This is an optimization exercise on Yosys and OpenROAD, whose aim is a short achievable clock period and few clock cycles, not a production implementation. The RTL was checked by simulation tests, not by an equivalence proof against the original design. No activity file was given, so power comes from the tool's default toggle rates.

==> flow/design.v <==
package cpu_pkg;
  localparam int xlen = 32;   
  localparam int reg_idx_w = 5;   
  localparam int imem_depth = 64;   
  localparam int dmem_depth = 64;   
  localparam int imem_addr_w = 6;   
  localparam logic [reg_idx_w-1:0] halt_reg = 5'd17;   
  localparam logic [xlen-1:0] halt_code = 32'd10;   
  localparam logic [xlen-1:0] reset_pc = 32'd0;
  typedef enum logic [6:0] {
    opc_op     = 7'b0110011,   
    opc_op_imm = 7'b0010011,   
    opc_load   = 7'b0000011,   
    opc_store  = 7'b0100011,   
    opc_branch = 7'b1100011,   
    opc_jal    = 7'b1101111,
    opc_system = 7'b1110011    
  } opcode_e;
  typedef enum logic [2:0] {
    alu_add = 3'd0,
    alu_sub = 3'd1,
    alu_and = 3'd2,
    alu_or  = 3'd3,
    alu_xor = 3'd4,
    alu_slt = 3'd5    
  } alu_op_e;
  typedef struct packed {
    logic    reg_write;
    logic    mem_read;
    logic    mem_write;
    logic    mem_to_reg;   
    logic    alu_src;   
    logic    branch;   
    logic    jump;   
    logic    ecall;
    alu_op_e alu_op;
  } ctrl_t;
  typedef struct packed {
    logic            valid;
    logic [xlen-1:0] pc;
    logic [xlen-1:0] inst;
  } if_id_t;
  typedef struct packed {
    ctrl_t                ctrl;
    logic [xlen-1:0]      pc;
    logic [xlen-1:0]      rs1_data;
    logic [xlen-1:0]      rs2_data;
    logic [xlen-1:0]      imm;
    logic [reg_idx_w-1:0] rs1;   
    logic [reg_idx_w-1:0] rs2;
    logic [reg_idx_w-1:0] rd;
    logic [2:0]           funct3;
  } id_ex_t;
  typedef struct packed {
    logic                 reg_write;
    logic                 mem_read;
    logic                 mem_write;
    logic                 mem_to_reg;
    logic                 halt;   
    logic [reg_idx_w-1:0] rd;
    logic [xlen-1:0]      alu_out;   
    logic [xlen-1:0]      store_data;
  } ex_mem_t;
  typedef struct packed {
    logic                 reg_write;
    logic                 halt;
    logic [reg_idx_w-1:0] rd;
    logic [xlen-1:0]      data;
  } wb_t;
endpackage
`timescale 1ns/1ns
module fetch_stage (
  input  logic                               clk,
  input  logic                               reset,
  input  logic                               prog_we,
  input  logic [cpu_pkg::imem_addr_w-1:0]    prog_addr,
  input  logic [cpu_pkg::xlen-1:0]           prog_data,
  input  logic                               stall,
  input  logic                               redirect,
  input  logic [cpu_pkg::xlen-1:0]           redirect_pc,
  input  logic                               halt_seen,
  output cpu_pkg::if_id_t                    if_id
);
  logic [cpu_pkg::xlen-1:0] pc;
  logic [cpu_pkg::xlen-1:0] imem [cpu_pkg::imem_depth];
  logic [cpu_pkg::xlen-1:0] inst;
  always_ff @(posedge clk) begin
    if (prog_we) begin
      imem[prog_addr] <= prog_data;   
    end
  end
  assign inst = imem[pc[cpu_pkg::imem_addr_w+1:2]];   
  always_ff @(posedge clk) begin
    if (reset) begin
      pc <= cpu_pkg::reset_pc;
    end else if (halt_seen) begin
      pc <= pc;   
    end else if (redirect) begin
      pc <= redirect_pc;   
    end else if (!stall) begin
      pc <= pc + 32'd4;
    end
  end
  always_ff @(posedge clk) begin
    if (reset || redirect || halt_seen) begin
      if_id.valid <= 1'b0;   
    end else if (!stall) begin
      if_id.valid <= 1'b1;
      if_id.pc <= pc;
      if_id.inst <= inst;
    end
  end
endmodule
`timescale 1ns/1ns
module decode_stage (
  input  logic                               clk,
  input  logic                               reset,
  input  cpu_pkg::if_id_t                    if_id,
  input  logic                               redirect,
  input  cpu_pkg::wb_t                       wb,
  input  logic [cpu_pkg::reg_idx_w-1:0]      dbg_idx,
  output logic [cpu_pkg::xlen-1:0]           dbg_data,
  output logic                               stall,
  output cpu_pkg::id_ex_t                    id_ex
);
  logic [cpu_pkg::xlen-1:0] rf [2**cpu_pkg::reg_idx_w];
  cpu_pkg::opcode_e opcode;
  cpu_pkg::ctrl_t ctrl;
  logic [cpu_pkg::xlen-1:0] inst;
  logic [cpu_pkg::xlen-1:0] imm;
  logic [cpu_pkg::reg_idx_w-1:0] rs1_idx;
  logic uses_rs1;
  logic uses_rs2;
  cpu_pkg::id_ex_t id_ex_d;
  function automatic logic [cpu_pkg::xlen-1:0] rf_read(input logic [cpu_pkg::reg_idx_w-1:0] idx);
    if (idx == 5'd0) begin
      rf_read = 32'd0;
    end else if (wb.reg_write && wb.rd == idx) begin
      rf_read = wb.data;
    end else begin
      rf_read = rf[idx];
    end
  endfunction
  assign inst = if_id.inst;
  assign opcode = cpu_pkg::opcode_e'(inst[6:0]);
  always_comb begin
    ctrl = '0;   
    imm = '0;
    uses_rs1 = 1'b0;
    uses_rs2 = 1'b0;
    case (opcode)
      cpu_pkg::opc_op: begin
        ctrl.reg_write = 1'b1;
        uses_rs1 = 1'b1;
        uses_rs2 = 1'b1;
        case (inst[14:12])
          3'b000: ctrl.alu_op = inst[30] ? cpu_pkg::alu_sub : cpu_pkg::alu_add;
          3'b111: ctrl.alu_op = cpu_pkg::alu_and;
          3'b110: ctrl.alu_op = cpu_pkg::alu_or;
          3'b100: ctrl.alu_op = cpu_pkg::alu_xor;
          3'b010: ctrl.alu_op = cpu_pkg::alu_slt;
          default: ctrl.reg_write = 1'b0;   
        endcase
      end
      cpu_pkg::opc_op_imm: begin
        ctrl.reg_write = 1'b1;   
        ctrl.alu_src = 1'b1;
        uses_rs1 = 1'b1;
        imm = {{20{inst[31]}}, inst[31:20]};   
      end
      cpu_pkg::opc_load: begin
        ctrl.reg_write = 1'b1;
        ctrl.mem_read = 1'b1;
        ctrl.mem_to_reg = 1'b1;
        ctrl.alu_src = 1'b1;
        uses_rs1 = 1'b1;
        imm = {{20{inst[31]}}, inst[31:20]};
      end
      cpu_pkg::opc_store: begin
        ctrl.mem_write = 1'b1;
        ctrl.alu_src = 1'b1;
        uses_rs1 = 1'b1;
        uses_rs2 = 1'b1;   
        imm = {{20{inst[31]}}, inst[31:25], inst[11:7]};   
      end
      cpu_pkg::opc_branch: begin
        ctrl.branch = 1'b1;
        uses_rs1 = 1'b1;
        uses_rs2 = 1'b1;
        imm = {{19{inst[31]}}, inst[31], inst[7], inst[30:25], inst[11:8], 1'b0};   
      end
      cpu_pkg::opc_jal: begin
        ctrl.reg_write = 1'b1;   
        ctrl.jump = 1'b1;
        imm = {{11{inst[31]}}, inst[31], inst[19:12], inst[20], inst[30:21], 1'b0};   
      end
      cpu_pkg::opc_system: begin
        ctrl.ecall = 1'b1;   
        uses_rs1 = 1'b1;
      end
      default: ;
    endcase
    if (!if_id.valid) begin
      ctrl = '0;   
    end
  end
  assign rs1_idx = ctrl.ecall ? cpu_pkg::halt_reg : inst[19:15];   
  assign stall = if_id.valid && id_ex.ctrl.mem_read && id_ex.rd != '0
                 && ((uses_rs1 && id_ex.rd == rs1_idx) || (uses_rs2 && id_ex.rd == inst[24:20]));
  always_ff @(posedge clk) begin
    if (reset) begin
      for (int i = 0; i < 2**cpu_pkg::reg_idx_w; i++) begin
        rf[i] <= '0;
      end
    end else if (wb.reg_write && wb.rd != '0) begin
      rf[wb.rd] <= wb.data;
    end
  end
  always_comb begin
    id_ex_d.ctrl = ctrl;
    id_ex_d.pc = if_id.pc;
    id_ex_d.rs1_data = rf_read(rs1_idx);
    id_ex_d.rs2_data = rf_read(inst[24:20]);
    id_ex_d.imm = imm;
    id_ex_d.rs1 = rs1_idx;
    id_ex_d.rs2 = inst[24:20];
    id_ex_d.rd = inst[11:7];
    id_ex_d.funct3 = inst[14:12];
    dbg_data = rf_read(dbg_idx);   
  end
  always_ff @(posedge clk) begin
    id_ex <= id_ex_d;
    if (reset || stall || redirect) begin
      id_ex.ctrl <= '0;   
    end
  end
endmodule
`timescale 1ns/1ns
module execute_stage (
  input  logic                        clk,
  input  logic                        reset,
  input  cpu_pkg::id_ex_t             id_ex,
  input  cpu_pkg::wb_t                wb,
  output logic                        redirect,
  output logic [cpu_pkg::xlen-1:0]    redirect_pc,
  output logic                        halt_seen,
  output cpu_pkg::ex_mem_t            ex_mem
);
  logic [cpu_pkg::xlen-1:0] fwd_a;
  logic [cpu_pkg::xlen-1:0] fwd_b;
  logic [cpu_pkg::xlen-1:0] alu_b;
  logic [cpu_pkg::xlen-1:0] alu_y;
  logic taken;
  logic halt_now;
  logic halt_q;
  function automatic logic [cpu_pkg::xlen-1:0] forward(
    input logic [cpu_pkg::reg_idx_w-1:0] idx,
    input logic [cpu_pkg::xlen-1:0]      rf_val,
    input cpu_pkg::ex_mem_t              em,
    input cpu_pkg::wb_t                  w
  );
    if (idx != 5'd0 && em.reg_write && em.rd == idx) begin
      forward = em.alu_out;   
    end else if (idx != 5'd0 && w.reg_write && w.rd == idx) begin
      forward = w.data;
    end else begin
      forward = rf_val;
    end
  endfunction
  assign fwd_a = forward(id_ex.rs1, id_ex.rs1_data, ex_mem, wb);
  assign fwd_b = forward(id_ex.rs2, id_ex.rs2_data, ex_mem, wb);
  assign alu_b = id_ex.ctrl.alu_src ? id_ex.imm : fwd_b;
  always_comb begin
    case (id_ex.ctrl.alu_op)
      cpu_pkg::alu_sub: alu_y = fwd_a - alu_b;
      cpu_pkg::alu_and: alu_y = fwd_a & alu_b;
      cpu_pkg::alu_or:  alu_y = fwd_a | alu_b;
      cpu_pkg::alu_xor: alu_y = fwd_a ^ alu_b;
      cpu_pkg::alu_slt: alu_y = {31'd0, $signed(fwd_a) < $signed(alu_b)};
      default:          alu_y = fwd_a + alu_b;
    endcase
  end
  assign taken = id_ex.ctrl.branch && ((fwd_a == fwd_b) ^ id_ex.funct3[0]);
  assign halt_now = id_ex.ctrl.ecall && fwd_a == cpu_pkg::halt_code;
  assign redirect = id_ex.ctrl.jump || taken || halt_now;
  assign redirect_pc = id_ex.pc + id_ex.imm;   
  always_ff @(posedge clk) begin
    if (reset) begin
      halt_q <= 1'b0;
    end else if (halt_now) begin
      halt_q <= 1'b1;   
    end
  end
  assign halt_seen = halt_now || halt_q;
  always_ff @(posedge clk) begin
    ex_mem.rd <= id_ex.rd;
    ex_mem.alu_out <= id_ex.ctrl.jump ? id_ex.pc + 32'd4 : alu_y;   
    ex_mem.store_data <= fwd_b;
    if (reset) begin
      ex_mem.reg_write <= 1'b0;
      ex_mem.mem_read <= 1'b0;
      ex_mem.mem_write <= 1'b0;
      ex_mem.mem_to_reg <= 1'b0;
      ex_mem.halt <= 1'b0;
    end else begin
      ex_mem.reg_write <= id_ex.ctrl.reg_write;
      ex_mem.mem_read <= id_ex.ctrl.mem_read;
      ex_mem.mem_write <= id_ex.ctrl.mem_write;
      ex_mem.mem_to_reg <= id_ex.ctrl.mem_to_reg;
      ex_mem.halt <= halt_now;
    end
  end
endmodule
`timescale 1ns/1ns
module memory_stage (
  input  logic               clk,
  input  logic               reset,
  input  cpu_pkg::ex_mem_t   ex_mem,
  output cpu_pkg::wb_t       wb
);
  logic [cpu_pkg::xlen-1:0] dmem [cpu_pkg::dmem_depth];
  logic [$clog2(cpu_pkg::dmem_depth)-1:0] dmem_addr;
  logic [cpu_pkg::xlen-1:0] load_data;
  assign dmem_addr = ex_mem.alu_out[$clog2(cpu_pkg::dmem_depth)+1:2];   
  assign load_data = ex_mem.mem_read ? dmem[dmem_addr] : '0;
  always_ff @(posedge clk) begin
    if (reset) begin
      for (int i = 0; i < cpu_pkg::dmem_depth; i++) begin
        dmem[i] <= '0;
      end
    end else if (ex_mem.mem_write) begin
      dmem[dmem_addr] <= ex_mem.store_data;
    end
  end
  always_ff @(posedge clk) begin
    wb.rd <= ex_mem.rd;
    wb.data <= ex_mem.mem_to_reg ? load_data : ex_mem.alu_out;
    if (reset) begin
      wb.reg_write <= 1'b0;
      wb.halt <= 1'b0;
    end else begin
      wb.reg_write <= ex_mem.reg_write;
      wb.halt <= ex_mem.halt;
    end
  end
endmodule
`timescale 1ns/1ns
module cpu (
  input  logic                               clk,
  input  logic                               reset,
  input  logic                               prog_we,
  input  logic [cpu_pkg::imem_addr_w-1:0]    prog_addr,
  input  logic [cpu_pkg::xlen-1:0]           prog_data,
  input  logic [cpu_pkg::reg_idx_w-1:0]      dbg_idx,
  output logic                               is_halted,
  output logic [cpu_pkg::xlen-1:0]           dbg_data
);
  cpu_pkg::if_id_t if_id;
  cpu_pkg::id_ex_t id_ex;
  cpu_pkg::ex_mem_t ex_mem;
  cpu_pkg::wb_t wb;   
  logic stall;
  logic redirect;
  logic [cpu_pkg::xlen-1:0] redirect_pc;
  logic halt_seen;
  fetch_stage u_fetch (
    .clk(clk), .reset(reset),
    .prog_we(prog_we), .prog_addr(prog_addr), .prog_data(prog_data),
    .stall(stall), .redirect(redirect), .redirect_pc(redirect_pc),
    .halt_seen(halt_seen), .if_id(if_id)
  );
  decode_stage u_decode (
    .clk(clk), .reset(reset), .if_id(if_id), .redirect(redirect), .wb(wb),
    .dbg_idx(dbg_idx), .dbg_data(dbg_data), .stall(stall), .id_ex(id_ex)
  );
  execute_stage u_execute (
    .clk(clk), .reset(reset), .id_ex(id_ex), .wb(wb),
    .redirect(redirect), .redirect_pc(redirect_pc), .halt_seen(halt_seen), .ex_mem(ex_mem)
  );
  memory_stage u_memory (
    .clk(clk), .reset(reset), .ex_mem(ex_mem), .wb(wb)
  );
  always_ff @(posedge clk) begin
    if (reset) begin
      is_halted <= 1'b0;
    end else if (wb.halt) begin
      is_halted <= 1'b1;   
    end
  end
endmodule
==> flow/run.sh <==
#!/bin/bash
# synth_recipe.tcl (not shown) runs the flow's synth.tcl, then flattens the netlist and writes it again
# the make line also repeats each setting of config.mk as NAME=value (left out here)
make -C /OpenROAD-flow-scripts/flow DESIGN_CONFIG=/design/flow/config.mk WORK_HOME=/design/flow/orfs CLKGATE_MAP_FILE= SYNTH_SCRIPT=/design/flow/synth_recipe.tcl finish
==> flow/config.mk <==
export PLATFORM = sky130hd
export DESIGN_NAME = cpu
export DESIGN_NICKNAME = cpu
export VERILOG_FILES = /design/flow/design.v
export SDC_FILE = /design/flow/constraint.sdc
export NUM_CORES = 4
export LEC_CHECK = 0
export CAP_MARGIN = 20
export CORE_MARGIN = 2
export CORE_UTILIZATION = 22
export PLACE_DENSITY = 0.35
export SLEW_MARGIN = 20
==> flow/constraint.sdc <==
create_clock -name core_clock -period 9.0 [get_ports {clk}]
set_input_delay 1.8000 -clock core_clock [delete_from_list [all_inputs] [get_ports {clk}]]
set_output_delay 1.8000 -clock core_clock [all_outputs]
set_load 0.01 [all_outputs]
==> reports/metrics.cfg <==
[synth]
syn_inst=16700
yosysTopAreaCell=edfxtp_1
syn_area_per_cell_um2=15.0
ys_seq_area_frac=0.644
yosys_register_bits=5474
synth_edf_count=5184
async_flop_share=0
synthDominantCellAreaShare=0.621
yosysWarnings=5
synth_cell_types=97
ys.flop_type=edfxtp_1
netlist_area_mm2=0.251
synth_area_leaders=edfxtp_1 62%, mux4_2 12%, and2_1 7.6%

[finish]
final_cell_mix=5184 x edfxtp_1, 3034 x and2_1, 1306 x mux4_2, 717 x nand2_1, 698 x clkbuf_16
final_common_cell=edfxtp_1
n_fill_cell=116000
drive_above_1_share=0.198
fin_nets=16800
syn_to_final_growth_pct=17.5

[detailed_routing]
drc=0
routedWlPerCell_um=33.2
firstDrtPassIters=6
finalWirelength_um=1080000
ant_nets=0
vias_per_cell=4.81
num_vias=156000
drt_iter0_drc=16800

[critical_path]
crit_required_ns=7.20
cp_max_fo=30
ff2ff_setup_slack_ns=2.24
critical_path_class=in2out
startpoint_type=input pin
arrival_ns=5.62
cp-end-kind=primary output

[place]
hpwlAfterDp_um=622000
gp_congestion=0.800
port_buffers=78

[grt]
grt_pass1_wl_um=1450000
grt_pass1_vias=156000
grt_max_degree=126
grt-ovfl-total=0
grt_usage=0.181
antenna_found_initial=141

[pwr]
pwr-share-comb=0.216
internal_power_w=0.0484
seq_power_share=0.414
p_per_area_mw_per_mm2=246
vdd_ir_drop_max_v=0.000202
netSwitchingPower_w=0.0243
swShare=0.334
p_clk_frac=0.369
p_leak_nw=96.3

[timing]
slew_viol_final=0
whs_ns=0.333
skew_ns=0.114
tightestPinTransition_ns=1.33
fmax_mhz=135
timing.final.crit_share=0.824
slew_headroom=0.107
hold_viol=0
finalSetupViolCount=0
setup_tns_ns=0
grt_setup_unrepaired=false
period_needed_ns=7.42

[clocking]
worstSkewPairLatency_ns=1.15
root_buffer=clkbuf_16
cts_setup_buffers=0
cts.clk_slew.worst_paths_ns=0.06
cts.path.max_buffers=5
cts_max_level=6
cts_tree=done
postCtsHoldBufs=0
cts_resized=0
cts.sinks=5474
cts_buffers=679

[floorplanning]
dieHeight_um=1070
die_area_mm2=1.15
die_x_um=1070
pin_count=79
num_rows=392
start_util=0.220
core_area_mm2=1.14

[job]
max_cap_violations=0

[min_path]
hold_path_class=reg2reg

[outcome]
status=finished clean

==> flip-flops by register name, summed over array words and instances, names as in the netlist <==
signal and cells:
u_fetch.imem 2048, u_memory.dmem 2048, u_decode.rf 1024, u_decode.id_ex 143, u_execute.ex_mem 73, u_fetch.if_id 65
u_memory.wb 39, u_fetch.pc 32, is_halted 1, u_execute.halt_q 1
==> worst paths after layout <==
check / from / to / cells past startpoint
worst max-delay path: dbg_idx[0] / dbg_data[25] / 8
worst min-delay path: u_fetch.if_id[35]$_DFFE_PP_ / u_decode.id_ex[117]$_DFF_P_ / 0
worst max register to register: u_memory.wb[35]$_DFF_P_ / u_execute.ex_mem[63]$_DFF_P_ / 19
worst min register to register: u_fetch.if_id[35]$_DFFE_PP_ / u_decode.id_ex[117]$_DFF_P_ / 0
==> area by class of cell <==
cell class                 count  area [um^2]  share of cell area
antenna                      114          285            0.000968
multi-input combinational   9564        85500               0.290
clock buffer                 885        18300              0.0622
timing repair buffer         779         6710              0.0228
tap                        15200        19000              0.0644
inverter                     111          442             0.00150
sequential                  5474       162000               0.548
clock inverter               332         2830             0.00959
==> power groups by stage <==
stage                     Clock (W)  Combinational (W)  Sequential (W)
after global placement            0             0.0158          0.0306
final                        0.0268             0.0157          0.0301
after detailed placement          0             0.0158          0.0306
after CTS                    0.0275             0.0158          0.0301
after floorplan                   0            0.00769          0.0296
after global routing         0.0284             0.0164          0.0301
==> routing by layer <==
metal / track usage / vias to the layer above / wire length [um]
met5: 0 / - / 207
met4: 0.0454 / 30 / 27800
li1: - / 65000 / -
met2: 0.294 / 5485 / 502000
met3: 0.0243 / 1295 / 57500
met1: 0.257 / 84300 / 489000
==> logic make-up (layout without fill, tap and decap cells) <==
group,after synthesis,in the layout,synth area share
XOR/XNOR,165,165,0.00576
adder cells (fa/ha/maj),132,132,0.00667
AND/OR/NAND/NOR,5010,5010,0.111
flip-flops,5474,5474,0.644
buffers and inverters,1726,2107,0.0261
multiplexers,1626,1626,0.130
AO/OA/AOI/OAI,2599,2599,0.0762
other,1,146,0.0000150
==> stage by stage <==
| stage | worst slack, ns | util | total power, W | area (um^2) | instances |
|---|---|---|---|---|---|
| 4_1_cts | 1.51 | 0.259 | 0.0734 | 294000 | 32300 |
| 3_3_place_gp | 1.56 | 0.240 | 0.0465 | 273000 | 31100 |
| 5_1_grt | 1.38 | 0.259 | 0.0749 | 294000 | 32300 |
| 3_5_place_dp | 1.50 | 0.240 | 0.0464 | 273000 | 31100 |
| 2_1_floorplan | 0.516 | - | 0.0372 | 251000 | 16800 |
| 6_report | 1.58 | 0.259 | 0.0726 | 295000 | 32400 |
==> Yosys cell counts (all sizes together), types with 193 or more instances <==
cell type and number:
a211oi 217, a21oi 283, a221oi 358, a22o 240, a22oi 569, a31oi 285, and2 3034, buf 273
clkbuf 1342, dfxtp 290, edfxtp 5184, mux2i 298, mux4 1306, nand2 731, nand3 353, nor2 490
o21ai 193
==> worst max-delay path, stage by stage <==
cell and delay (ns):
buf_8 0.41, buf_4 0.50, buf_4 0.58, mux4_2 0.58, mux4_2 0.51, mux2i_1 0.37
a211oi_1 0.24, clkdlybuf4s50_1 0.53
Testbench counts, summed over its fixed seeds: cycles 44,401.

re-timing with driven ports:
How much do the figures lean on ideal ports? The routed layout below was timed once more, with nothing changed but the port constraints.
Step 1 sets driving cells, clkbuf_16 on the clock port and buf_2 on the other inputs (assumed; they add their load-dependent delay and slew).
Step 2 moves the port delays by t, midway between the first and last clock arrival at a register: inputs arrive t later, outputs are due t later. That takes back most of the time a late clock gives input paths.
Three values: ideal, step 1, step 2; two values: the first two.
t (ns): 1.244
setup WS [ns]: 1.582 / 1.523 / 1.523
hold slack, ns: 0.333 / 0.333 / 0.333
slew at the worst register clock pin (ns): 0.07 / 0.07
After both steps this run still meets setup and hold. For this run, drivers alone change the setup slack by -0.059 ns; drivers and shift together by -0.059 ns.
